This design comes from an exercise in tuning for small area, a short achievable clock period and few clock cycles per item on the open sky130 flow, not from production work.
RTL that was checked went through simulation tests only; none was proved equivalent to the original.
For run 1, only the layout was checked, not whether the RTL still works.
No activity file was given, so power comes from the tool's default toggle rates.

`flow/design.v`:
```
package lc4_pkg;
    typedef logic [16-1:0] lc4_word_t;  
    typedef logic [3-1:0]  lc4_reg_t;   
    typedef enum logic [3:0] {
        OP_ARITH   = 4'b0001,  
        OP_LOGIC   = 4'b0101,  
        OP_LDR     = 4'b0110,
        OP_STR     = 4'b0111,
        OP_CONST   = 4'b1001,  
        OP_SHIFT   = 4'b1010,  
        OP_HICONST = 4'b1101   
    } lc4_opcode_e;
    typedef enum logic [3:0] {
        ALU_ADD,
        ALU_MUL,
        ALU_SUB,
        ALU_AND,
        ALU_OR,
        ALU_XOR,
        ALU_NOT,
        ALU_SLL,
        ALU_SRA,
        ALU_SRL,
        ALU_CONST,
        ALU_HICONST,
        ALU_ADDR       
    } lc4_alu_op_e;
endpackage
module lc4_mul16 (
    input  logic [15:0] a,
    input  logic [15:0] b,
    output logic [15:0] r0,
    output logic [15:0] r1,
    output logic [15:0] r2
);
    wire one0 = b[0] ^ 1'b0;
    wire two0 = (b[1] & ~b[0] & ~1'b0) | (~b[1] & b[0] & 1'b0);
    wire neg0 = b[1];
    wire p0_0 = ((one0 & a[0]) | (two0 & 1'b0)) ^ neg0;
    wire p0_1 = ((one0 & a[1]) | (two0 & a[0])) ^ neg0;
    wire p0_2 = ((one0 & a[2]) | (two0 & a[1])) ^ neg0;
    wire p0_3 = ((one0 & a[3]) | (two0 & a[2])) ^ neg0;
    wire p0_4 = ((one0 & a[4]) | (two0 & a[3])) ^ neg0;
    wire p0_5 = ((one0 & a[5]) | (two0 & a[4])) ^ neg0;
    wire p0_6 = ((one0 & a[6]) | (two0 & a[5])) ^ neg0;
    wire p0_7 = ((one0 & a[7]) | (two0 & a[6])) ^ neg0;
    wire p0_8 = ((one0 & a[8]) | (two0 & a[7])) ^ neg0;
    wire p0_9 = ((one0 & a[9]) | (two0 & a[8])) ^ neg0;
    wire p0_10 = ((one0 & a[10]) | (two0 & a[9])) ^ neg0;
    wire p0_11 = ((one0 & a[11]) | (two0 & a[10])) ^ neg0;
    wire p0_12 = ((one0 & a[12]) | (two0 & a[11])) ^ neg0;
    wire p0_13 = ((one0 & a[13]) | (two0 & a[12])) ^ neg0;
    wire p0_14 = ((one0 & a[14]) | (two0 & a[13])) ^ neg0;
    wire p0_15 = ((one0 & a[15]) | (two0 & a[14])) ^ neg0;
    wire one1 = b[2] ^ b[1];
    wire two1 = (b[3] & ~b[2] & ~b[1]) | (~b[3] & b[2] & b[1]);
    wire neg1 = b[3];
    wire p1_0 = ((one1 & a[0]) | (two1 & 1'b0)) ^ neg1;
    wire p1_1 = ((one1 & a[1]) | (two1 & a[0])) ^ neg1;
    wire p1_2 = ((one1 & a[2]) | (two1 & a[1])) ^ neg1;
    wire p1_3 = ((one1 & a[3]) | (two1 & a[2])) ^ neg1;
    wire p1_4 = ((one1 & a[4]) | (two1 & a[3])) ^ neg1;
    wire p1_5 = ((one1 & a[5]) | (two1 & a[4])) ^ neg1;
    wire p1_6 = ((one1 & a[6]) | (two1 & a[5])) ^ neg1;
    wire p1_7 = ((one1 & a[7]) | (two1 & a[6])) ^ neg1;
    wire p1_8 = ((one1 & a[8]) | (two1 & a[7])) ^ neg1;
    wire p1_9 = ((one1 & a[9]) | (two1 & a[8])) ^ neg1;
    wire p1_10 = ((one1 & a[10]) | (two1 & a[9])) ^ neg1;
    wire p1_11 = ((one1 & a[11]) | (two1 & a[10])) ^ neg1;
    wire p1_12 = ((one1 & a[12]) | (two1 & a[11])) ^ neg1;
    wire p1_13 = ((one1 & a[13]) | (two1 & a[12])) ^ neg1;
    wire one2 = b[4] ^ b[3];
    wire two2 = (b[5] & ~b[4] & ~b[3]) | (~b[5] & b[4] & b[3]);
    wire neg2 = b[5];
    wire p2_0 = ((one2 & a[0]) | (two2 & 1'b0)) ^ neg2;
    wire p2_1 = ((one2 & a[1]) | (two2 & a[0])) ^ neg2;
    wire p2_2 = ((one2 & a[2]) | (two2 & a[1])) ^ neg2;
    wire p2_3 = ((one2 & a[3]) | (two2 & a[2])) ^ neg2;
    wire p2_4 = ((one2 & a[4]) | (two2 & a[3])) ^ neg2;
    wire p2_5 = ((one2 & a[5]) | (two2 & a[4])) ^ neg2;
    wire p2_6 = ((one2 & a[6]) | (two2 & a[5])) ^ neg2;
    wire p2_7 = ((one2 & a[7]) | (two2 & a[6])) ^ neg2;
    wire p2_8 = ((one2 & a[8]) | (two2 & a[7])) ^ neg2;
    wire p2_9 = ((one2 & a[9]) | (two2 & a[8])) ^ neg2;
    wire p2_10 = ((one2 & a[10]) | (two2 & a[9])) ^ neg2;
    wire p2_11 = ((one2 & a[11]) | (two2 & a[10])) ^ neg2;
    wire one3 = b[6] ^ b[5];
    wire two3 = (b[7] & ~b[6] & ~b[5]) | (~b[7] & b[6] & b[5]);
    wire neg3 = b[7];
    wire p3_0 = ((one3 & a[0]) | (two3 & 1'b0)) ^ neg3;
    wire p3_1 = ((one3 & a[1]) | (two3 & a[0])) ^ neg3;
    wire p3_2 = ((one3 & a[2]) | (two3 & a[1])) ^ neg3;
    wire p3_3 = ((one3 & a[3]) | (two3 & a[2])) ^ neg3;
    wire p3_4 = ((one3 & a[4]) | (two3 & a[3])) ^ neg3;
    wire p3_5 = ((one3 & a[5]) | (two3 & a[4])) ^ neg3;
    wire p3_6 = ((one3 & a[6]) | (two3 & a[5])) ^ neg3;
    wire p3_7 = ((one3 & a[7]) | (two3 & a[6])) ^ neg3;
    wire p3_8 = ((one3 & a[8]) | (two3 & a[7])) ^ neg3;
    wire p3_9 = ((one3 & a[9]) | (two3 & a[8])) ^ neg3;
    wire one4 = b[8] ^ b[7];
    wire two4 = (b[9] & ~b[8] & ~b[7]) | (~b[9] & b[8] & b[7]);
    wire neg4 = b[9];
    wire p4_0 = ((one4 & a[0]) | (two4 & 1'b0)) ^ neg4;
    wire p4_1 = ((one4 & a[1]) | (two4 & a[0])) ^ neg4;
    wire p4_2 = ((one4 & a[2]) | (two4 & a[1])) ^ neg4;
    wire p4_3 = ((one4 & a[3]) | (two4 & a[2])) ^ neg4;
    wire p4_4 = ((one4 & a[4]) | (two4 & a[3])) ^ neg4;
    wire p4_5 = ((one4 & a[5]) | (two4 & a[4])) ^ neg4;
    wire p4_6 = ((one4 & a[6]) | (two4 & a[5])) ^ neg4;
    wire p4_7 = ((one4 & a[7]) | (two4 & a[6])) ^ neg4;
    wire one5 = b[10] ^ b[9];
    wire two5 = (b[11] & ~b[10] & ~b[9]) | (~b[11] & b[10] & b[9]);
    wire neg5 = b[11];
    wire p5_0 = ((one5 & a[0]) | (two5 & 1'b0)) ^ neg5;
    wire p5_1 = ((one5 & a[1]) | (two5 & a[0])) ^ neg5;
    wire p5_2 = ((one5 & a[2]) | (two5 & a[1])) ^ neg5;
    wire p5_3 = ((one5 & a[3]) | (two5 & a[2])) ^ neg5;
    wire p5_4 = ((one5 & a[4]) | (two5 & a[3])) ^ neg5;
    wire p5_5 = ((one5 & a[5]) | (two5 & a[4])) ^ neg5;
    wire one6 = b[12] ^ b[11];
    wire two6 = (b[13] & ~b[12] & ~b[11]) | (~b[13] & b[12] & b[11]);
    wire neg6 = b[13];
    wire p6_0 = ((one6 & a[0]) | (two6 & 1'b0)) ^ neg6;
    wire p6_1 = ((one6 & a[1]) | (two6 & a[0])) ^ neg6;
    wire p6_2 = ((one6 & a[2]) | (two6 & a[1])) ^ neg6;
    wire p6_3 = ((one6 & a[3]) | (two6 & a[2])) ^ neg6;
    wire one7 = b[14] ^ b[13];
    wire two7 = (b[15] & ~b[14] & ~b[13]) | (~b[15] & b[14] & b[13]);
    wire neg7 = b[15];
    wire p7_0 = ((one7 & a[0]) | (two7 & 1'b0)) ^ neg7;
    wire p7_1 = ((one7 & a[1]) | (two7 & a[0])) ^ neg7;
    wire s1 = neg5 ^ p0_10;
    wire c2 = neg5 & p0_10;
    wire s3 = p0_11 ^ p1_9;
    wire c4 = p0_11 & p1_9;
    wire s5 = neg6 ^ p0_12 ^ p1_10;
    wire c6 = (neg6 & p0_12) | (neg6 & p1_10) | (p0_12 & p1_10);
    wire s7 = p2_8 ^ p3_6;
    wire c8 = p2_8 & p3_6;
    wire s9 = p0_13 ^ p1_11 ^ p2_9;
    wire c10 = (p0_13 & p1_11) | (p0_13 & p2_9) | (p1_11 & p2_9);
    wire s11 = p3_7 ^ p4_5;
    wire c12 = p3_7 & p4_5;
    wire s13 = neg7 ^ p0_14 ^ p1_12;
    wire c14 = (neg7 & p0_14) | (neg7 & p1_12) | (p0_14 & p1_12);
    wire s15 = p2_10 ^ p3_8 ^ p4_6;
    wire c16 = (p2_10 & p3_8) | (p2_10 & p4_6) | (p3_8 & p4_6);
    wire s17 = p5_4 ^ p6_2;
    wire c18 = p5_4 & p6_2;
    wire s19 = p0_15 ^ p1_13 ^ p2_11;
    wire s21 = p3_9 ^ p4_7 ^ p5_5;
    wire s23 = p6_3 ^ p7_1;
    wire s25 = neg3 ^ p0_6;
    wire c26 = neg3 & p0_6;
    wire s27 = p0_7 ^ p1_5;
    wire c28 = p0_7 & p1_5;
    wire s29 = neg4 ^ p0_8 ^ p1_6;
    wire c30 = (neg4 & p0_8) | (neg4 & p1_6) | (p0_8 & p1_6);
    wire s31 = p2_4 ^ p3_2;
    wire c32 = p2_4 & p3_2;
    wire s33 = p0_9 ^ p1_7 ^ p2_5;
    wire c34 = (p0_9 & p1_7) | (p0_9 & p2_5) | (p1_7 & p2_5);
    wire s35 = p3_3 ^ p4_1;
    wire c36 = p3_3 & p4_1;
    wire s37 = p1_8 ^ p2_6 ^ p3_4;
    wire c38 = (p1_8 & p2_6) | (p1_8 & p3_4) | (p2_6 & p3_4);
    wire s39 = p4_2 ^ p5_0 ^ s1;
    wire c40 = (p4_2 & p5_0) | (p4_2 & s1) | (p5_0 & s1);
    wire s41 = p2_7 ^ p3_5 ^ p4_3;
    wire c42 = (p2_7 & p3_5) | (p2_7 & p4_3) | (p3_5 & p4_3);
    wire s43 = p5_1 ^ c2 ^ s3;
    wire c44 = (p5_1 & c2) | (p5_1 & s3) | (c2 & s3);
    wire s45 = p4_4 ^ p5_2 ^ p6_0;
    wire c46 = (p4_4 & p5_2) | (p4_4 & p6_0) | (p5_2 & p6_0);
    wire s47 = c4 ^ s7 ^ s5;
    wire c48 = (c4 & s7) | (c4 & s5) | (s7 & s5);
    wire s49 = p5_3 ^ p6_1 ^ c8;
    wire c50 = (p5_3 & p6_1) | (p5_3 & c8) | (p6_1 & c8);
    wire s51 = s11 ^ c6 ^ s9;
    wire c52 = (s11 & c6) | (s11 & s9) | (c6 & s9);
    wire s53 = p7_0 ^ c12 ^ s17;
    wire c54 = (p7_0 & c12) | (p7_0 & s17) | (c12 & s17);
    wire s55 = c10 ^ s13 ^ s15;
    wire c56 = (c10 & s13) | (c10 & s15) | (s13 & s15);
    wire s57 = c18 ^ s23 ^ c14;
    wire s59 = c16 ^ s19 ^ s21;
    wire s61 = neg2 ^ p0_4;
    wire c62 = neg2 & p0_4;
    wire s63 = p0_5 ^ p1_3;
    wire c64 = p0_5 & p1_3;
    wire s65 = p1_4 ^ p2_2 ^ p3_0;
    wire c66 = (p1_4 & p2_2) | (p1_4 & p3_0) | (p2_2 & p3_0);
    wire s67 = p2_3 ^ p3_1 ^ c26;
    wire c68 = (p2_3 & p3_1) | (p2_3 & c26) | (p3_1 & c26);
    wire s69 = p4_0 ^ c28 ^ s31;
    wire c70 = (p4_0 & c28) | (p4_0 & s31) | (c28 & s31);
    wire s71 = c32 ^ s35 ^ c30;
    wire c72 = (c32 & s35) | (c32 & c30) | (s35 & c30);
    wire s73 = c36 ^ c34 ^ s37;
    wire c74 = (c36 & c34) | (c36 & s37) | (c34 & s37);
    wire s75 = c38 ^ s41 ^ c40;
    wire c76 = (c38 & s41) | (c38 & c40) | (s41 & c40);
    wire s77 = c42 ^ s45 ^ c44;
    wire c78 = (c42 & s45) | (c42 & c44) | (s45 & c44);
    wire s79 = c46 ^ s49 ^ c48;
    wire c80 = (c46 & s49) | (c46 & c48) | (s49 & c48);
    wire s81 = c50 ^ s53 ^ c52;
    wire c82 = (c50 & s53) | (c50 & c52) | (s53 & c52);
    wire s83 = c54 ^ s57 ^ c56;
    assign r0 = {c82, c80, c78, c76, c74, c72, c70, c68, c66, c64, c62, s61, p0_3, neg1, p0_1, neg0};
    assign r1 = {s83, s81, s79, s77, s75, s73, s71, s69, s67, s65, s63, p1_2, p1_1, p0_2, 1'b0, p0_0};
    assign r2 = {s59, s55, s51, s47, s43, s39, s33, s29, s27, s25, p2_1, p2_0, 1'b0, p1_0, 1'b0, 1'b0};
endmodule
`timescale 1ns/1ps
module lc4_pipe_top (
    input  logic        gwe,
    input  logic        i_rst,
    output logic [15:0] o_pc,
    input  logic [15:0] i_insn,
    output logic [15:0] o_dmem_addr,
    output logic        o_dmem_we,
    output logic [15:0] o_dmem_wdata,
    input  logic [15:0] i_dmem_rdata,
    output logic        o_wb_valid,
    output logic [15:0] o_wb_pc,
    output logic [15:0] o_wb_insn,
    output logic        o_wb_we,
    output logic [2:0]  o_wb_rd,
    output logic [15:0] o_wb_data
);
    logic        stall;                        
    logic [15:0] pc;
    logic        f_valid;
    logic [15:0] f_insn;
    logic [2:0]  f_b_idx;                      
    logic        f_sub;
    logic        x_valid;
    logic [15:0] x_insn, xa, xb;
    logic        x_am, x_aw;                   
    logic        x_bm, x_bw;
    logic        x_sld;                        
    logic        x_sub, x_imm, x_imm_s;        
    logic        x_s_sum, x_s_a, x_s_log, x_s_imm9, x_s_sh, x_s_hic;
    logic        m_valid, m_we, m_ld, m_st, m_mul, m_busy;
    logic [15:0] m_insn, m_res, m_b;
    logic        w_valid, w_we;
    logic [15:0] w_insn, w_data, w_pc;
    always_ff @(posedge gwe) begin
        if (i_rst) begin
            pc      <= 16'h8200;
            f_valid <= 1'b0;
        end else if (!stall) begin
            pc      <= pc + 16'd1;
            f_valid <= 1'b1;
        end
    end
    always_ff @(posedge gwe) begin
        if (!stall) begin
            f_insn  <= i_insn;
            f_b_idx <= (i_insn[14] && i_insn[12] && (i_insn[13] || i_insn[15])) ? i_insn[11:9] : i_insn[2:0];
            f_sub   <= i_insn[15:12] == 4'b0001 && i_insn[5:3] == 3'b010;
        end
    end
    assign o_pc = pc;
    logic [3:0]  f_op;
    logic        f_arith, f_logic, f_str, f_hic, f_uses_a, f_uses_b;
    logic [2:0]  f_a_idx;
    assign f_op     = f_insn[15:12];
    assign f_arith  = (f_op == 4'b0001);
    assign f_logic  = (f_op == 4'b0101);
    assign f_str    = (f_op == 4'b0111);
    assign f_hic    = (f_op == 4'b1101);
    assign f_a_idx  = f_insn[8:6];
    assign f_uses_a = f_arith || f_logic || (f_op == 4'b0110) || f_str || (f_op == 4'b1010);
    assign f_uses_b = ((f_arith || f_logic) && !f_insn[5]) || f_str || f_hic;
    logic rst_q;
    always_ff @(posedge gwe) rst_q <= i_rst;
    logic [15:0] regs [8];
    logic [15:0] rf_wd, f_a, f_b;
    logic        w_wr;
    assign w_wr  = w_valid && w_we;
    assign rf_wd = rst_q ? 16'd0 : w_data;
    always_ff @(posedge gwe) begin
        for (int i = 0; i < 8; i++) begin
            if (rst_q || (w_wr && w_insn[11:9] == 3'(i))) regs[i] <= rf_wd;
        end
    end
    assign f_a = (w_wr && w_insn[11:9] == f_a_idx) ? w_data : regs[f_a_idx];
    assign f_b = (w_wr && w_insn[11:9] == f_b_idx) ? w_data : regs[f_b_idx];
    logic [3:0] op;
    logic       op_arith, op_logic, op_ldr, op_str, op_shift, x_we, x_fwd, x_mul;
    assign op       = x_insn[15:12];
    assign op_arith = (op == 4'b0001);
    assign op_logic = (op == 4'b0101);
    assign op_ldr   = (op == 4'b0110);
    assign op_str   = (op == 4'b0111);
    assign op_shift = (op == 4'b1010);
    assign x_we  = op_arith ? (x_insn[5] || !(x_insn[4] && x_insn[3])) :
                   op_shift ? !(x_insn[5] && x_insn[4]) :
                   (op_logic || op_ldr || op == 4'b1001 || op == 4'b1101);
    assign x_fwd = x_valid && x_we && !op_ldr;
    assign x_mul = op_arith && x_insn[5:3] == 3'b001;
    logic [15:0] a, b;
    logic [15:0] mt_r0, mt_r1, mt_r2, m_c;
    logic        f_am, f_bm;
    assign f_am  = x_fwd && x_insn[11:9] == f_a_idx;
    assign f_bm  = x_fwd && x_insn[11:9] == f_b_idx;
    always_ff @(posedge gwe) begin
        if (i_rst)       x_valid <= 1'b0;
        else if (!stall) x_valid <= f_valid;
    end
    always_ff @(posedge gwe) begin
        if (m_busy) begin
            xa     <= a;
            xb     <= b;
            x_aw   <= 1'b0;
            x_bw   <= 1'b0;
            x_sld  <= 1'b0;
        end else if (stall) begin
            xa     <= a;
            xb     <= b;
            x_am   <= 1'b0;
            x_bm   <= 1'b0;
            x_aw   <= x_am;
            x_bw   <= x_bm;
            x_sld  <= 1'b0;
        end else begin
            x_insn  <= f_insn;
            xa      <= f_a;
            xb      <= f_b;
            x_am    <= f_uses_a && f_am;
            x_bm    <= f_uses_b && f_bm;
            x_sld   <= f_str && x_valid && op_ldr && x_insn[11:9] == f_insn[11:9];
            x_aw    <= f_uses_a && !f_am && m_valid && m_we && m_insn[11:9] == f_a_idx;
            x_bw    <= f_uses_b && !f_bm && m_valid && m_we && m_insn[11:9] == f_b_idx;
            x_sub   <= f_sub;
            x_imm   <= (f_arith && f_insn[5]) || f_op == 4'b0110 || f_str;
            x_imm_s <= (f_op == 4'b0110 || f_str) ? f_insn[5] : f_insn[4];
            x_s_sum  <= (f_arith && f_insn[5:3] != 3'b001) || f_op == 4'b0110 || f_str;
            x_s_a    <= f_arith && f_insn[5:3] == 3'b001;
            x_s_log  <= f_logic;
            x_s_imm9 <= f_op == 4'b1001;
            x_s_sh   <= f_op == 4'b1010;
            x_s_hic  <= f_hic;
        end
    end
    logic        x_ar, x_br;
    assign x_ar = !(x_am || x_aw);
    assign x_br = !(x_bm || x_bw);
    assign a    = ({16{x_am}} & m_res) | ({16{x_aw}} & w_data) | ({16{x_ar}} & xa);
    assign b    = ({16{x_bm}} & m_res) | ({16{x_bw}} & w_data) | ({16{x_br}} & xb);
    logic stall_next;
    assign stall_next = m_busy ? (x_am || x_bm) : !stall && x_valid && x_mul;
    always_ff @(posedge gwe) begin
        if (i_rst) stall <= 1'b0;
        else       stall <= stall_next;
    end
    logic [15:0] imm5, imm9, opb, sum;
    logic [16:0] sum17;
    assign imm5  = {{11{x_insn[4]}}, x_insn[4:0]};
    assign imm9  = {{7{x_insn[8]}}, x_insn[8:0]};
    assign opb   = x_imm ? {{11{x_imm_s}}, x_insn[4:0]} : b ^ {16{x_sub}};
    assign sum17 = {a, 1'b1} + {opb, x_sub};
    assign sum   = sum17[16:1];
    logic [15:0] sh_in, sh_r, sh_out;
    logic        sh_left;
    assign sh_left = !x_insn[5] && !x_insn[4];
    always_comb begin
        for (int i = 0; i < 16; i++) sh_in[i] = sh_left ? a[15-i] : a[i];
    end
    assign sh_r = 16'($signed({x_insn[4] & a[15], sh_in}) >>> x_insn[3:0]);
    always_comb begin
        for (int i = 0; i < 16; i++) sh_out[i] = sh_left ? sh_r[15-i] : sh_r[i];
    end
    logic [15:0] lg;
    always_comb begin
        if (x_insn[5]) lg = a & imm5;
        else case (x_insn[4:3])
            2'b00:   lg = a & b;
            2'b01:   lg = ~a;
            2'b10:   lg = a | b;
            default: lg = a ^ b;
        endcase
    end
    logic [15:0] res;
    assign res = ({16{x_s_sum}}  & sum)
               | ({16{x_s_a}}    & a)
               | ({16{x_s_log}}  & lg)
               | ({16{x_s_imm9}} & imm9)
               | ({16{x_s_sh}}   & sh_out)
               | ({16{x_s_hic}}  & {x_insn[7:0], b[7:0]});
    always_ff @(posedge gwe) begin
        if (i_rst) begin
            m_valid <= 1'b0;
            m_st    <= 1'b0;
            m_mul   <= 1'b0;
            m_busy  <= 1'b0;
        end else begin
            m_busy  <= !m_busy && x_valid && !stall && x_mul;
            if (!m_busy) begin
                m_valid <= x_valid && !stall;
                m_st    <= x_valid && !stall && op_str;
                m_mul   <= x_valid && !stall && x_mul;
            end
        end
    end
    always_ff @(posedge gwe) begin
        if (!stall) begin
            m_insn <= x_insn;
            m_we   <= x_we;
            m_ld   <= op_ldr;
        end
        m_res <= m_busy ? mt_r0 : res;
        m_b   <= m_busy ? mt_r1 : x_sld ? i_dmem_rdata : b;
        m_c   <= mt_r2;
    end
    lc4_mul16 u_mul (.a(m_res), .b(m_b), .r0(mt_r0), .r1(mt_r1), .r2(mt_r2));
    assign o_dmem_addr  = m_res;
    assign o_dmem_we    = m_st;
    assign o_dmem_wdata = m_b;
    always_ff @(posedge gwe) begin
        if (i_rst) begin
            w_valid <= 1'b0;
            w_pc    <= 16'h8200;
        end else begin
            w_valid <= m_valid && !m_busy;
            if (w_valid) w_pc <= w_pc + 16'd1;
        end
    end
    always_ff @(posedge gwe) begin
        w_insn <= m_insn;
        w_we   <= m_we;
        w_data <= m_ld ? i_dmem_rdata : m_mul ? m_res + m_b + m_c : m_res;
    end
    assign o_wb_valid = w_valid;
    assign o_wb_pc    = w_pc;
    assign o_wb_insn  = w_insn;
    assign o_wb_we    = w_we;
    assign o_wb_rd    = w_insn[11:9];
    assign o_wb_data  = w_data;
endmodule
```
`flow/flow/run.sh`:
```
#!/bin/bash
# The standard layout, with these changes:
#  - every input and output port is buffered by a plain buffer (buf_2)
#    instead of the default delay-cell buffer;
#  - clock tree synthesis clusters up to 20 flip-flops per leaf buffer and
#    adds no dummy loads;
#  - timing repair aims for 6 ns of setup slack (a 3 ns period) on the
#    worst path; the clock and constraints are unchanged.
set -euo pipefail
export BUFFER_PORTS_ARGS="-buffer_cell sky130_fd_sc_hd__buf_2"
export CTS_ARGS="-sink_clustering_enable -repair_clock_nets -sink_clustering_size 20 -sink_clustering_max_diameter 100 -dont_use_dummy_load"
export SETUP_SLACK_MARGIN=6
bash standard.sh > standard.log 2>&1
```
`flow/standard.sh`:
```
#!/bin/bash
# synth_recipe.tcl (not shown) runs the flow's synth.tcl, then flattens the netlist and writes it again
# the make line also repeats each setting of config.mk as NAME=value (left out here)
make -C /OpenROAD-flow-scripts/flow DESIGN_CONFIG=/design/flow/config.mk WORK_HOME=/design/flow/orfs CLKGATE_MAP_FILE= SYNTH_SCRIPT=/design/flow/synth_recipe.tcl "${@:-finish}"
```
`flow/config.mk`:
```
export PLATFORM = sky130hd
export DESIGN_NAME = lc4_pipe_top
export DESIGN_NICKNAME = lc4_pipe_top
export VERILOG_FILES = /design/flow/design.v
export SDC_FILE = /design/flow/constraint.sdc
export NUM_CORES = 4
export LEC_CHECK = 0
export ABC_AREA = 1
export CAP_MARGIN = 20
export CORE_MARGIN = 2
export CORE_UTILIZATION = 40
export SLEW_MARGIN = 20
export TNS_END_PERCENT = 0
```
`flow/constraint.sdc`:
```
create_clock -name core_clock -period 9.0 [get_ports {gwe}]
set_input_delay 1.8000 -clock core_clock [delete_from_list [all_inputs] [get_ports {gwe}]]
set_output_delay 1.8000 -clock core_clock [all_outputs]
set_load 0.01 [all_outputs]
```
==> key figures, run 1 <==
Setup path
  – CP Max Fanout: 8
  – CP Launch Type: flip-flop
  – Critical path class: reg2reg
  – Crit path top cell by count: nand2_1
  – Reg-to-reg startpoint: x_bm
  – Reg2reg path depth: 21
  – Crit-path cells: clkinvlp_4 -> buf_6 -> buf_6 -> o22ai_2 -> a21oi_2 -> inv_1 -> nor2_1 -> o21ai_1 -> inv_1 -> ha_4 -> nand2_4 -> nor4_4 -> nand2_4 -> nand2b_4 -> nand3_2 -> nand3_2 -> nand2_1 -> nor2_1 -> nand2_1 -> nand2_1 -> nand2_1
  – R2r endpoint: m_res[15]
  – CP arrival: around 3.7 ns
  – Slowest Stage Delay on Critical Path: around 0.48 ns
  – CP max stage cell: edfxtp_1
  – Critical path endpoint category: flip-flop
  – CP required: 9.42 ns
  – Reg2reg setup slack: roughly 5.7 ns
  – Worst setup startpoint: x_bm

Finish
  – Layout cell share with drive strength beyond 1: about 18%
  – Final net count: between 2000 and 3000
  – Ant diodes: 0
  – FILL cells: 5141
  – Area grow syn2layout: 15.4%

Global route
  – Initial antenna violation count: 1
  – Total track usage: between 30% and 40%
  – Vias in the first global route: 19100
  – Met1 Use GR: just over 40%
  – Gr ovfl total: 0
  – Met3 track demand over resource: 4.84%
  – First-pass GRT wire length: roughly 130 mm
  – Pin count of the biggest net entering global routing: a little under 80
  – Most used routing layer: met2
  – M2 GR Usage: a little under half

Synthesis
  – Warnings from Yosys: 2
  – Biggest area consumer among synthesized cells: edfxtp_1
  – Syn Inst Count: 2623
  – EDFF count, synth: just under 200
  – Top cells by area, synth: edfxtp_1 27%, dfxtp_1 14%, nand2_1 9.5%, inv_1 5.0%, nand3_1 4.7%
  – Sequential fraction of the synthesis area: a little over two fifths
  – FF+latch count, synth: approximately 350
  – Synthesized area per cell: 8.12 um2
  – Netlist cell types: 61
  – Main synth FF type: edfxtp_1
  – Mapped Nets: approximately 2800
  – Asr flop ratio synth: 0%
  – Synthesized area: 0.0213 mm2
  – Top-area cell type share of the netlist area: 27.2%

STA
  – Fmax: between 0.3 and 0.4 GHz
  – Setup TNS: 0 ns
  – Worst-Margin Slew: between 1 and 1.5 ns
  – Shortest period the worst path allows: around 3.3 ns
  – RSZ-0062 raised after global routing: true
  – Hold slack: approximately 0.34 ns
  – Layout Skew: a little over 0.05 ns
  – Final period utilization: 36.3%
  – Final hold vios: 0
  – Relative slew slack: 29.6%
  – PnR worst setup slack: 5.74 ns
  – Final setup violation count: 0
  – Final Max Slew Viols: 0

Run
  – # Max-Cap Violations: 0

Die
  – Ports: 136
  – Die Y: around 230 um
  – Core ar.: 0.0527 mm2
  – DIE AREA: between 0.05 and 0.06 mm2
  – Die span in x: about 230 um
  – Rows: 84
  – Starting Density: around two fifths

Placement
  – Post-detail-place hpwl: 63.3 mm
  – Dpl ws: 4.81 ns
  – Routability congestion estimate from global placement: 1.12
  – I/O Buffers: ~140

Clocking
  – Clock tree root driver cell: clkbuf_16
  – # clock sinks: about 350
  – CTS tree: yes
  – Clk buf depth: 3
  – Num CTS Buffers: 23
  – Clk latency of the worst-skew pair: 0.58 ns
  – Clk slew on worst S/H paths: 0.09 ns
  – H-tree Lvls: 1

Routing
  – DR vias/cell: 5.98
  – Final WL: 87.9 mm
  – Avg WL per Cell: ~25 um
  – Drc violations: 0
  – DRT iter0 DRCs: around 2500
  – ANT nets after route: 0
  – Via Count: roughly 21000
  – First-pass DRT Iterations: 6

Worst hold path
  – HP Start: m_insn[15]
  – Hold Path Sink: w_insn[15]
  – Worst Hold Depth: 0
  – Min-delay worst type: reg2reg

Pwr
  – Gate power share: 42.5%
  – Worst vdd ir: between 100 and 150 uV
  – Reg power frac: between 30% and 40%
  – Leak pwr: 0.0106 uW
  – Clock Power Share: a little under a fifth
  – PD cells: around 220 mW/mm2
  – P_int: between 3000 and 4000 uW
  – Switch share: 40.5%
  – Psw: approximately 2200 uW

Outcome
  – Outcome: complete, no violations
-- per-layer routing --
metal / vias up / wire length (um) / share of wire [%]
met5: - / 0 / 0
met4: 0 / 5730 / 6.5
met3: 246 / 8060 / 9.2
met2: 1189 / 39000 / 44
met1: 10000 / 35100 / 40
li1: 9280 / - / -
-- through the flow --
stage          util (%)  std cells  cell area [um2]  total power [uW]
2_1_floorplan         -       2623            21300              3370
3_3_place_gp       42.8       3362            22500              4060
3_5_place_dp       42.8       3362            22500              4060
4_1_cts            45.6       3447            24000              5190
5_1_grt            46.7       3472            24600              5600
6_report           46.7       3472            24600              5320
-- worst max path at each step --
stage | end | cells after the start
after floorplan | m_res[11] | 19
final | m_res[15] | 21
after detailed placement | m_res[13] | 19
after global placement | m_res[13] | 19
after CTS | m_res[13] | 21
after global routing | m_res[15] | 23
-- cell usage after synthesis (12+ instances only) --
cell type,number
xor2_1,82
fa_1,39
nand3_1,201
o22ai_1,101
o2111ai_1,14
a221oi_1,27
buf_2,27
dfxtp_1,154
a21oi_1,180
nand2_2,12
nand4_1,18
o211ai_1,18
clkbuf_1,63
nor2_1,188
ha_1,77
o21ai_0,156
or2_2,13
xnor2_1,26
a31oi_1,25
buf_4,16
nand2_1,538
inv_2,14
edfxtp_1,193
nor3_1,25
inv_1,281
-- layout make-up --
cell class / count / area (um2) / share of cell area, %
Sequential cell: 347 / 8910 / 36.3
Timing Repair Buffer: 254 / 1660 / 6.76
Timing Repair inverter: 1 / 7.51 / 0.0305
Clock buffer: 23 / 576 / 2.34
Tap cell: 688 / 861 / 3.50
Multi-Input combinational cell: 1852 / 11400 / 46.2
Inverter: 307 / 1200 / 4.87
-- cells by family (layout without fill, tap and decap cells) --
family | after synthesis | after routing | share of synthesized area [%]
adder cells (fa/ha/maj) | 116 | 116 | 8.19
AO/OA/AOI/OAI | 588 | 588 | 16.4
multiplexers | 3 | 3 | 0.159
AND/OR/NAND/NOR | 1035 | 1037 | 20.9
XOR/XNOR | 108 | 108 | 4.44
buffers and inverters | 426 | 585 | 8.24
flip-flops | 347 | 347 | 41.7
-- registers in the layout, indices dropped and copies added, names as in the netlist, 3 cells and up --
name	count
regs	128
f_insn	16
m_b	16
m_insn	16
m_res	16
pc	16
w_data	16
w_insn	16
w_pc	16
x_insn	16
xa	16
xb	16
m_c	13
f_b_idx	3
-- what timing repair did --
action                     4_1_cts  5_1_grt
setup buffers                   59       24
hold buffers                     0        0
pin swaps                       22       33
setup endpoints to repair       97       89
gates resized for setup        119       87
gates cloned                     3        0
-- power groups by stage --
stage	clock network [uW]	registers [uW]	logic, uW
finish	999	2060	2260
floorplan	0	2000	1370
global placement	0	2080	1980
global route	1070	2070	2470
detailed placement	0	2090	1980
CTS	1020	2050	2120
-- cells in the final DEF, fill, tap and decap left out, types with 10 or more instances in the layout --
cell | netlist | final
a21oi_1 | 180 | 154
a21oi_2 | 3 | 22
a221oi_1 | 27 | 27
a31oi_1 | 25 | 24
buf_2 | 27 | 135
buf_4 | 16 | 102
buf_6 | 6 | 13
clkbuf_16 | 0 | 23
clkinv_1 | 11 | 10
clkinvlp_4 | 0 | 11
dfxtp_1 | 154 | 133
dfxtp_2 | 0 | 17
edfxtp_1 | 193 | 193
fa_1 | 39 | 38
ha_1 | 77 | 66
ha_4 | 0 | 11
inv_1 | 281 | 260
inv_2 | 14 | 24
nand2_1 | 538 | 518
nand2_2 | 12 | 26
nand3_1 | 201 | 193
nand3_2 | 8 | 14
nand4_1 | 18 | 18
nor2_1 | 188 | 184
nor3_1 | 25 | 25
o2111ai_1 | 14 | 14
o211ai_1 | 18 | 18
o21ai_0 | 156 | 127
o21ai_1 | 8 | 31
o22ai_1 | 101 | 86
o22ai_2 | 1 | 15
or2_2 | 13 | 13
xnor2_1 | 26 | 25
xor2_1 | 82 | 82
-- worst max-delay path, delay by kind of cell (launching register included) --
kind / cells / cell delay [ns]
compound gates: 3 / 0.43
fa+ha+maj: 1 / 0.31
buf+inv: 5 / 0.81
flops: 1 / 0.48
simple gates: 12 / 1.07
==> inputs of run 2 (changes only) <==
--- a/flow/design.v
+++ b/flow/design.v
@@ -241,5 +241,4 @@
     logic        x_sld;                        
     logic        x_sub, x_imm, x_imm_s;        
-    logic        x_s_sum, x_s_a, x_s_log, x_s_imm9, x_s_sh, x_s_hic;
     logic        m_valid, m_we, m_ld, m_st, m_mul, m_busy;
     logic [15:0] m_insn, m_res, m_b;
@@ -302,5 +301,5 @@
     assign x_mul = op_arith && x_insn[5:3] == 3'b001;
     logic [15:0] a, b;
-    logic [15:0] mt_r0, mt_r1, mt_r2, m_c;
+    logic [15:0] mt_r0, mt_r1, mt_r2, m_ma, m_c;
     logic        f_am, f_bm;
     assign f_am  = x_fwd && x_insn[11:9] == f_a_idx;
@@ -337,10 +336,4 @@
             x_imm   <= (f_arith && f_insn[5]) || f_op == 4'b0110 || f_str;
             x_imm_s <= (f_op == 4'b0110 || f_str) ? f_insn[5] : f_insn[4];
-            x_s_sum  <= (f_arith && f_insn[5:3] != 3'b001) || f_op == 4'b0110 || f_str;
-            x_s_a    <= f_arith && f_insn[5:3] == 3'b001;
-            x_s_log  <= f_logic;
-            x_s_imm9 <= f_op == 4'b1001;
-            x_s_sh   <= f_op == 4'b1010;
-            x_s_hic  <= f_hic;
         end
     end
@@ -384,9 +377,12 @@
     end
     logic [15:0] res;
+    logic x_s_sum, x_s_imm9, x_s_hic;
+    assign x_s_sum  = (op_arith && !x_mul) || op_ldr || op_str;
+    assign x_s_imm9 = op == 4'b1001;
+    assign x_s_hic  = op == 4'b1101;
     assign res = ({16{x_s_sum}}  & sum)
-               | ({16{x_s_a}}    & a)
-               | ({16{x_s_log}}  & lg)
+               | ({16{op_logic}} & lg)
                | ({16{x_s_imm9}} & imm9)
-               | ({16{x_s_sh}}   & sh_out)
+               | ({16{op_shift}} & sh_out)
                | ({16{x_s_hic}}  & {x_insn[7:0], b[7:0]});
     always_ff @(posedge gwe) begin
@@ -411,9 +407,10 @@
             m_ld   <= op_ldr;
         end
-        m_res <= m_busy ? mt_r0 : res;
+        m_res <= res;
+        m_ma  <= m_busy ? mt_r0 : a;
         m_b   <= m_busy ? mt_r1 : x_sld ? i_dmem_rdata : b;
         m_c   <= mt_r2;
     end
-    lc4_mul16 u_mul (.a(m_res), .b(m_b), .r0(mt_r0), .r1(mt_r1), .r2(mt_r2));
+    lc4_mul16 u_mul (.a(m_ma), .b(m_b), .r0(mt_r0), .r1(mt_r1), .r2(mt_r2));
     assign o_dmem_addr  = m_res;
     assign o_dmem_we    = m_st;
@@ -431,5 +428,5 @@
         w_insn <= m_insn;
         w_we   <= m_we;
-        w_data <= m_ld ? i_dmem_rdata : m_mul ? m_res + m_b + m_c : m_res;
+        w_data <= m_ld ? i_dmem_rdata : m_mul ? m_ma + m_b + m_c : m_res;
     end
     assign o_wb_valid = w_valid;
--- a/flow/flow/run.sh
+++ b/flow/flow/run.sh
@@ -5,9 +5,9 @@
 #  - clock tree synthesis clusters up to 20 flip-flops per leaf buffer and
 #    adds no dummy loads;
-#  - timing repair aims for 6 ns of setup slack (a 3 ns period) on the
+#  - timing repair aims for 6.2 ns of setup slack (a 2.8 ns period) on the
 #    worst path; the clock and constraints are unchanged.
 set -euo pipefail
 export BUFFER_PORTS_ARGS="-buffer_cell sky130_fd_sc_hd__buf_2"
 export CTS_ARGS="-sink_clustering_enable -repair_clock_nets -sink_clustering_size 20 -sink_clustering_max_diameter 100 -dont_use_dummy_load"
-export SETUP_SLACK_MARGIN=6
+export SETUP_SLACK_MARGIN=6.2
 bash standard.sh > standard.log 2>&1
==> run 2 against run 1 <==
  * Utilization shrank 0.65 points
  * Count of clock-buffer cells in the layout is the same
  * Clock skew grew 0.019 ns
  * Total power grew 2.3%
  * Critical path depth shrank 3
  * First-iteration DRC count grew 13%
  * Die area grew 0.75%
  * Sequential share of layout area grew 1.2 points
  * Worst hold slack gained 0.0029 ns
  * Cell area shrank 1.2%
  * Clock power is essentially flat
  * Final cell count shrank 0.20%
  * Largest cell class unchanged
  * Largest power group unchanged
==> key figures, run 2 <==
Clocking
  – H-tree Lvls: 1 (unchanged)
  – # clock sinks: 357 (+2.9%)
  – Clk latency of the worst-skew pair: 0.59 ns (about the same)
  – CTS tree: yes
  – Clk buf depth: 3 (unchanged)
  – Clock tree root driver cell: clkbuf_16
  – Clk slew on worst S/H paths: 0.08 ns (about the same)
  – Num CTS Buffers: 23 (unchanged)

STA
  – Worst-Margin Slew: 1.08 ns (+0.0241 ns)
  – Shortest period the worst path allows: 3.19 ns (-0.0789 ns)
  – Final Max Slew Viols: 0 (unchanged)
  – Setup TNS: 0 ns (unchanged)
  – Final setup violation count: 0 (unchanged)
  – Final period utilization: 35.4% (-0.88 points)
  – Fmax: 0.314 GHz (+2.5%)
  – RSZ-0062 raised after global routing: true
  – Relative slew slack: 27.9% (-1.6 points)
  – Layout Skew: 0.0703 ns (+0.0195 ns)
  – Final hold vios: 0 (unchanged)
  – PnR worst setup slack: 5.81 ns (+0.0789 ns)

Routing
  – Drc violations: 0 (unchanged)
  – DRT iter0 DRCs: 2780 (+13%)
  – Final WL: 83.8 mm (-4.7%)
  – First-pass DRT Iterations: 6 (unchanged)
  – ANT nets after route: 0 (unchanged)
  – Via Count: 20600 (-0.58%)
  – DR vias/cell: 5.95 (-0.38%)
  – Avg WL per Cell: 24.2 um (-4.5%)

Synthesis
  – Syn Inst Count: 2647 (+0.91%)
  – Asr flop ratio synth: 0% (unchanged)
  – Warnings from Yosys: 2 (unchanged)
  – Netlist cell types: 67 (+9.8%)
  – Top-count cell post-synth: nand2_1
  – Sequential fraction of the synthesis area: 42.0% (+0.34 points)
  – Commonest cells post-synth: 583 x nand2_1, 286 x inv_1, 215 x nand3_1, 187 x edfxtp_1, 187 x nor2_1
  – Synthesized area per cell: 8.11 um2 (-0.16%)
  – Biggest area consumer among synthesized cells: edfxtp_1
  – Mapped Nets: 2797 (+0.87%)
  – Top-area cell type share of the netlist area: 26.2% (-1.0 points)
  – Synthesized area: 0.0215 mm2 (+0.76%)
  – EDFF count, synth: 187 (-3.1%)
  – Main synth FF type: edfxtp_1
  – FF+latch count, synth: 357 (+2.9%)
  – Top cells by area, synth: edfxtp_1 26%, dfxtp_1 16%, nand2_1 10%, nand3_1 5.0%, inv_1 5.0%

Finish
  – Finished Cell Area: 0.0243 mm2 (-1.2%)
  – Max reg flops: 128 (unchanged)
  – Final net count: 2928 (-0.27%)
  – Layout cell share with drive strength beyond 1: 15.6% (-2.1 points)
  – Commonest non-fill, non-tap cell in the layout: nand2_1
  – Top reg by flops: regs
  – Most frequent cells in the layout: 569 x nand2_1, 269 x inv_1, 212 x nand3_1
  – Area grow syn2layout: 13.1%

Global route
  – Gr ovfl total: 0 (unchanged)
  – Vias in the first global route: 19500 (+2.2%)
  – Total track usage: 29.4% (-1.2 points)
  – First-pass GRT wire length: 124 mm (-2.7%)
  – Initial antenna violation count: 4 (+3)
  – Pin count of the biggest net entering global routing: 66 (-14%)

Pwr
  – PD cells: 224 mW/mm2 (+3.6%)
  – Reg power frac: 39.3% (+0.6 points)
  – Psw: 2220 uW (+2.9%)
  – Switch share: 40.8% (+0.22 points)
  – P_int: 3220 uW (+2.0%)
  – Clock Power Share: 18.6% (-0.2 points)
  – Leak pwr: 0.0105 uW (-1.3%)
  – Total power: 5440 uW (+2.3%)
  – Worst vdd ir: 142 uV (+24%)
  – Gate power share: 42.1% (-0.4 points)

Setup path
  – CP Max Fanout: 6 (-2)
  – Critical path endpoint category: flip-flop
  – CP max stage cell: edfxtp_1
  – Crit path max-delay family: buffers and inverters
  – CP arrival: 3.60 ns (-0.08 ns)
  – CP Launch Type: flip-flop
  – Critical path class: reg2reg
  – Slowest Stage Delay on Critical Path: 0.56 ns (+0.08 ns)
  – CP bufs+invs: 5 (unchanged)
  – Crit-path cells: clkinvlp_4 -> buf_6 -> o22ai_4 -> a21oi_4 -> inv_2 -> o21ai_2 -> a21oi_2 -> a21oi_2 -> ha_1 -> inv_2 -> buf_6 -> nor3_4 -> nand3_1 -> nand4_1 -> xnor2_1 -> nor2_1 -> a211oi_1 -> nand2_1
  – CP required: 9.42 ns (about the same)

Placement
  – Cell Area, Placed: 0.0227 mm2 (+0.69%)
  – Dpl ws: 5.34 ns (+0.528 ns)
  – I/O Buffers: 135 (unchanged)
  – Routability congestion estimate from global placement: 0.981 (-12%)
  – Post-detail-place hpwl: 61.0 mm (-3.7%)

Die
  – Rows: 84 (unchanged)
  – Core ar.: 0.0528 mm2 (+0.20%)
  – Die Y: 236 um (+0.37%)
  – Ports: 136 (unchanged)
  – Starting Density: 40.7% (+0.23 points)
  – Die span in x: 236 um (+0.37%)
  – DIE AREA: 0.0555 mm2 (+0.75%)

Worst hold path
  – Min-delay worst type: reg2reg

Outcome
  – Outcome: complete, no violations

Run
  – # Max-Cap Violations: 0 (unchanged)
run 2: changes by cell type after synthesis, moves of 13 or more:
| cell | before | now |
|---|---|---|
| nand2_1 | 538 | 583 |
| a21oi_1 | 180 | 137 |
| o21ai_0 | 156 | 173 |
| dfxtp_1 | 154 | 170 |
| nand3_1 | 201 | 215 |
| a221oi_1 | 27 | 14 |
| a31oi_1 | 25 | 38 |
run 2: worst paths after layout:
check	cells past startpoint	slack [ns]	endpoint	startpoint
max	18	5.81	m_res[8]	x_bm
min	0	0.35	w_insn[8]	m_insn[8]
max reg2reg	18	5.81	m_res[8]	x_bm
min reg2reg	0	0.35	w_insn[8]	m_insn[8]
run 2: cells by family (layout without fill, tap and decap cells):
| group | Yosys count | count (layout) | synth area share, % |
|---|---|---|---|
| flip-flops | 357 | 357 | 42.0 |
| XOR/XNOR | 109 | 109 | 4.45 |
| other | 0 | 1 | 0 |
| AND/OR/NAND/NOR | 1066 | 1068 | 21.1 |
| adder cells (fa/ha/maj) | 116 | 116 | 8.12 |
| multiplexers | 3 | 3 | 0.157 |
| AO/OA/AOI/OAI | 569 | 569 | 16.0 |
| buffers and inverters | 427 | 554 | 8.13 |
run 2: per-stage QoR:
step           hold slack, ns  cells  util, %
2_1_floorplan           0.323   2647        -
3_3_place_gp            0.326   3378     43.0
3_5_place_dp            0.330   3378     43.0
4_1_cts                 0.345   3449     45.5
5_1_grt                 0.353   3465     46.0
6_report                0.345   3465     46.0
run 2: metal layers:
layer  track usage, %  vias up  part of all wire, %
met1             38.9     9951                   40
li1                 -     9261                    -
met2             47.0     1176                   44
met3             6.06      241                   10
met4             12.0        4                  4.9
met5                0        -                0.032
run 2: what timing repair did:
action	4_1_cts	5_1_grt
setup endpoints to repair	143	162
endpoints found under the hold margin	0	0
gates cloned	4	0
pin swaps	14	25
buffers inserted	44	15
hold buffers	0	0
gates resized for setup	125	47
run 2: cell type report:
| type | count | area [um2] |
|---|---|---|
| repair inverters | 2 | 15.0 |
| inverters | 308 | 1180 |
| well taps | 688 | 861 |
| clock buffers | 23 | 576 |
| repair buffers | 221 | 1380 |
| fillers | 5272 | 28500 |
| diodes | 1 | 2.50 |
| multi-input cells | 1865 | 11200 |
| flip-flops and latches | 357 | 9100 |
run 2: power by group through the flow:
stage / combinational (uW) / sequential (uW) / clock [uW]
finish: 2290 / 2140 / 1010
global route: 2520 / 2150 / 1080
CTS: 2210 / 2130 / 1030
detailed placement: 2110 / 2160 / 0
global placement: 2100 / 2160 / 0
floorplan: 1450 / 2050 / 0
run 2: worst reg2reg max path, cell delays in order, from the launching register on:
cell and delay (ns):
edfxtp_1 0.56, clkinvlp_4 0.28, buf_6 0.18, o22ai_4 0.18, a21oi_4 0.06, inv_2 0.10, o21ai_2 0.07, a21oi_2 0.13
a21oi_2 0.04, ha_1 0.35, inv_2 0.06, buf_6 0.11, nor3_4 0.20, nand3_1 0.10, nand4_1 0.10, xnor2_1 0.14
nor2_1 0.07, a211oi_1 0.22, nand2_1 0.07
Testbench counts of run 2, summed over its fixed seeds: cycles 16,944, instructions 16,000.
==> inputs of run 3 (changes only) <==
==> flow/flow/run.sh (replaced) <==
#!/bin/bash
# The standard layout, with these changes:
#  - every input and output port is buffered by a plain buffer (buf_2)
#    instead of the default delay-cell buffer;
#  - clock tree synthesis clusters up to 20 flip-flops per leaf buffer and
#    adds no dummy loads;
#  - timing repair aims for 6 ns of setup slack (a 3 ns period) on the
#    worst path; the clock and constraints are unchanged.
set -euo pipefail
export BUFFER_PORTS_ARGS="-buffer_cell sky130_fd_sc_hd__buf_2"
export CTS_ARGS="-sink_clustering_enable -repair_clock_nets -sink_clustering_size 20 -sink_clustering_max_diameter 100 -dont_use_dummy_load"
export SETUP_SLACK_MARGIN=6
bash standard.sh > standard.log 2>&1
==> run 3 against run 2 <==
  * Flip-flop and latch count is the same
  * Combinational power shrank 2%
  * Setup slack lost 0.0086 ns
  * Still clean
  * Critical path type unchanged
  * Sequential share of layout area is essentially flat
  * Utilization shrank 0.25 points
  * Area after synthesis is the same
  * Register-to-register slack is essentially flat
  * Critical endpoint is now m_res[9]
  * Non-clock buffer count grew 2
  * Cell area shrank 0.55%
  * Clock power is essentially flat
  * Count of clock-buffer cells in the layout is the same
==> key figures, run 3 <==
Outcome
  – Outcome: complete, no violations

Clocking
  – H-tree Lvls: 1 (unchanged)
  – Clk latency of the worst-skew pair: 0.58 ns (about the same)
  – CTS tree: yes
  – # clock sinks: 357 (unchanged)
  – Num CTS Buffers: 23 (unchanged)
  – Clk slew on worst S/H paths: 0.08 ns (about the same)
  – # hold bufs at CTS: 0 (unchanged)
  – Clock tree root driver cell: clkbuf_16
  – Clk buf depth: 3 (unchanged)

Setup path
  – CP Launch Type: flip-flop
  – Reg2reg setup slack: 5.81 ns (about the same)
  – CP arrival: 3.63 ns (+0.03 ns)
  – CP required: 9.44 ns (+0.02 ns)
  – Critical path class: reg2reg
  – Crit-path cells: buf_6 -> nor2_4 -> buf_6 -> a21oi_2 -> inv_2 -> buf_4 -> a21oi_2 -> a21oi_2 -> ha_2 -> a21oi_2 -> nand2_2 -> nand2_2 -> nand2_1 -> nand2_1 -> nand2_2 -> nand2_1 -> nand3_1 -> o21ai_0 -> a21oi_1 -> nor2_1 -> nand2_1
  – CP max stage cell: edfxtp_1
  – Critical path endpoint category: flip-flop
  – CP Max Fanout: 7 (+1)
  – Slowest Stage Delay on Critical Path: 0.55 ns (about the same)

Synthesis
  – Compound-Gate Fraction of Synth Area: 16.0% (unchanged)
  – Commonest cells post-synth: 583 x nand2_1, 286 x inv_1, 215 x nand3_1, 187 x edfxtp_1, 187 x nor2_1
  – Synthesized area per cell: 8.11 um2 (unchanged)
  – FF+latch count, synth: 357 (unchanged)
  – Post-Synth Adder-Cell Area: 8.12% (unchanged)
  – Largest family of logic cells by synthesized area: simple AND/OR/NAND/NOR gates
  – Main synth FF type: edfxtp_1
  – Top cells by area, synth: edfxtp_1 26%, dfxtp_1 16%, nand2_1 10%, nand3_1 5.0%, inv_1 5.0%
  – Asr flop ratio synth: 0% (unchanged)
  – EDFF count, synth: 187 (unchanged)
  – Mapped Nets: 2797 (unchanged)
  – Netlist cell types: 67 (unchanged)
  – Simple-gate portion of the synthesized area: 21.1% (unchanged)
  – Warnings from Yosys: 2 (unchanged)
  – Top-count cell post-synth: nand2_1
  – Biggest area consumer among synthesized cells: edfxtp_1
  – Syn Inst Count: 2647 (unchanged)
  – Top-area cell type share of the netlist area: 26.2% (unchanged)
  – XOR/XNOR Fraction of Synth Area: 4.45% (unchanged)
  – Multiplexer share of the synthesized area: 0.157% (unchanged)
  – Synthesized area: 0.0215 mm2 (unchanged)
  – Sequential fraction of the synthesis area: 42.0% (unchanged)

STA
  – Shortest period the worst path allows: 3.19 ns (+0.00858 ns)
  – Fmax: 0.313 GHz (-0.27%)
  – Final setup violation count: 0 (unchanged)
  – RSZ-0062 raised after global routing: true
  – Layout Skew: 0.0526 ns (-0.0177 ns)
  – Final period utilization: 35.5% (+0.095 points)
  – PnR worst setup slack: 5.81 ns (-0.00858 ns)
  – Final hold vios: 0 (unchanged)
  – Worst-Margin Slew: 1.21 ns (+0.131 ns)
  – Setup TNS: 0 ns (unchanged)
  – Relative slew slack: 18.2% (-9.7 points)
  – Final Max Slew Viols: 0 (unchanged)

Global route
  – Most used routing layer: met2
  – Total track usage: 30.2% (+0.83 points)
  – Vias in the first global route: 20000 (+2.6%)
  – First-pass GRT wire length: 127 mm (+2.9%)
  – Pin count of the biggest net entering global routing: 75 (+14%)
  – M2 GR Usage: 47.0% (about the same)
  – Initial antenna violation count: 2 (-2)
  – Gr ovfl total: 0 (unchanged)
  – Met1 Use GR: 40.9% (+1.9 points)
  – Met3 track demand over resource: 6.71% (+0.64 points)

Routing
  – First-pass DRT Iterations: 6 (unchanged)
  – Via Count: 20900 (+1.1%)
  – Drc violations: 0 (unchanged)
  – ANT nets after route: 0 (unchanged)
  – DRT iter0 DRCs: 3022 (+8.7%)
  – Avg WL per Cell: 24.8 um (+2.7%)
  – DR vias/cell: 6.01 (+0.87%)
  – Final WL: 86.2 mm (+2.9%)

Placement
  – DP Cell Count: 3374 (-0.12%)
  – I/O Buffers: 135 (unchanged)
  – Routability congestion estimate from global placement: 1.03 (+5.4%)
  – Dpl ws: 5.32 ns (-0.0266 ns)
  – Post-detail-place hpwl: 61.7 mm (+1.1%)

Die
  – Die Y: 236 um (unchanged)
  – Core ar.: 0.0528 mm2 (unchanged)
  – Die span in x: 236 um (unchanged)
  – DIE AREA: 0.0555 mm2 (unchanged)
  – Rows: 84 (unchanged)
  – Starting Density: 40.7% (unchanged)
  – Ports: 136 (unchanged)

Pwr
  – Worst vdd ir: 143 uV (+0.47%)
  – PD cells: 224 mW/mm2 (-0.12%)
  – Leak pwr: 0.0104 uW (-0.28%)

Finish
  – Commonest non-fill, non-tap cell in the layout: nand2_1
  – Final net count: 2934 (+0.20%)
  – Most frequent cells in the layout: 568 x nand2_1, 269 x inv_1, 213 x nand3_1
  – Layout cell share with drive strength beyond 1: 14.6% (-1.0 points)
  – Area grow syn2layout: 12.5%
  – Top reg by flops: regs
  – Max reg flops: 128 (unchanged)
  – Final std cells w/o fill: 3472 (+0.20%)
  – FILL cells: 5324 (+0.99%)

Run
  – # Max-Cap Violations: 0 (unchanged)

Worst hold path
  – Min-delay worst type: reg2reg
run 3: layer usage:
metal,up-vias,wire [um]
met1,10100,35100
met4,0,4220
li1,9285,-
met2,1228,37500
met5,-,0
met3,276,9370
run 3: timing repair:
| item | in CTS | in global routing |
|---|---|---|
| endpoints found under the hold margin | 0 | 0 |
| setup endpoints to repair | 91 | 101 |
| buffers inserted | 31 | 33 |
| resized for setup | 56 | 81 |
| pin swaps | 2 | 27 |
| gates cloned | 6 | 2 |
run 3: through the flow:
step           total power (uW)  utilization, %  hold slack (ns)  instance area, um2
2_1_floorplan              3490               -            0.323               21500
3_3_place_gp               4220            42.9            0.325               22600
3_5_place_dp               4240            42.9            0.330               22600
4_1_cts                    5270            44.7            0.344               23600
5_1_grt                    5690            45.8            0.354               24200
6_report                   5400            45.8            0.344               24200
run 3: cell families after synthesis:
logic type	count (synthesis)
and+or+nand+nor	1066
adders and majority gates	116
muxes	3
DFF	357
buffers and inverters	427
xor gates and xnor gates	109
AOI/OAI and AO/OA	569
run 3: final timing paths:
check / from / endpoint / cells past startpoint
setup / recovery: x_bm / m_res[9] / 21
hold reg to reg: m_insn[14] / w_insn[14] / 0
hold / removal: m_insn[14] / w_insn[14] / 0
setup reg to reg: x_bm / m_res[9] / 21
run 3: worst max-delay path: cells and delay by family (launching register included):
kind / cells / cell delay [ns]
and+or+nand+nor: 10 / 0.95
adders and majority gates: 1 / 0.32
DFF: 1 / 0.55
AOI/OAI and AO/OA: 6 / 0.65
buffers and inverters: 4 / 0.61
run 3: area by class of cell:
cell class	count	area, um2	area share, %
Sequential cell	357	9060	37.5
Timing Repair Buffer	223	1370	5.68
Clock buffer	23	576	2.38
Timing Repair inverter	5	32.5	0.135
Multi-Input combinational cell	1866	11100	45.8
Antenna cell	2	5.00	0.0207
Tap cell	688	861	3.56
Inverter	308	1190	4.93
run 3: power by group:
group / total (uW) / switching, uW / internal [uW]
logic: 2240 / 1430 / 818
registers: 2140 / 228 / 1910
clock network: 1020 / 565 / 454

-- port drivers added, routing unchanged --
How much do the figures lean on ideal ports? The routed layouts below were timed once more, with nothing changed but the port constraints.
Step 1: set_driving_cell puts a clkbuf_16 on gwe and a buf_2 on each other input, an assumption about the parent block.
Step 2 also shifts input and output timing later by t, the mid clock arrival at the registers, as if the neighbouring blocks saw the same clock.
Slacks: ideal ports / drivers / drivers and shift; pairs: ideal ports / drivers.
run	t, ns	setup WS [ns]	worst register clock-pin slew, ns	worst slew at a driven data input, ns
run 1	0.619	5.736 / 5.736 / 5.721	0.09 / 0.09	0.04
run 2	0.619	5.815 / 5.815 / 5.815	0.10 / 0.10	0.08
run 3	0.606	5.806 / 5.756 / 5.806	0.09 / 0.09	0.06
After both steps every run listed still meets setup and hold. For run 1, which loses most, drivers alone change the setup slack by 0.000 ns; drivers and shift together by -0.015 ns.
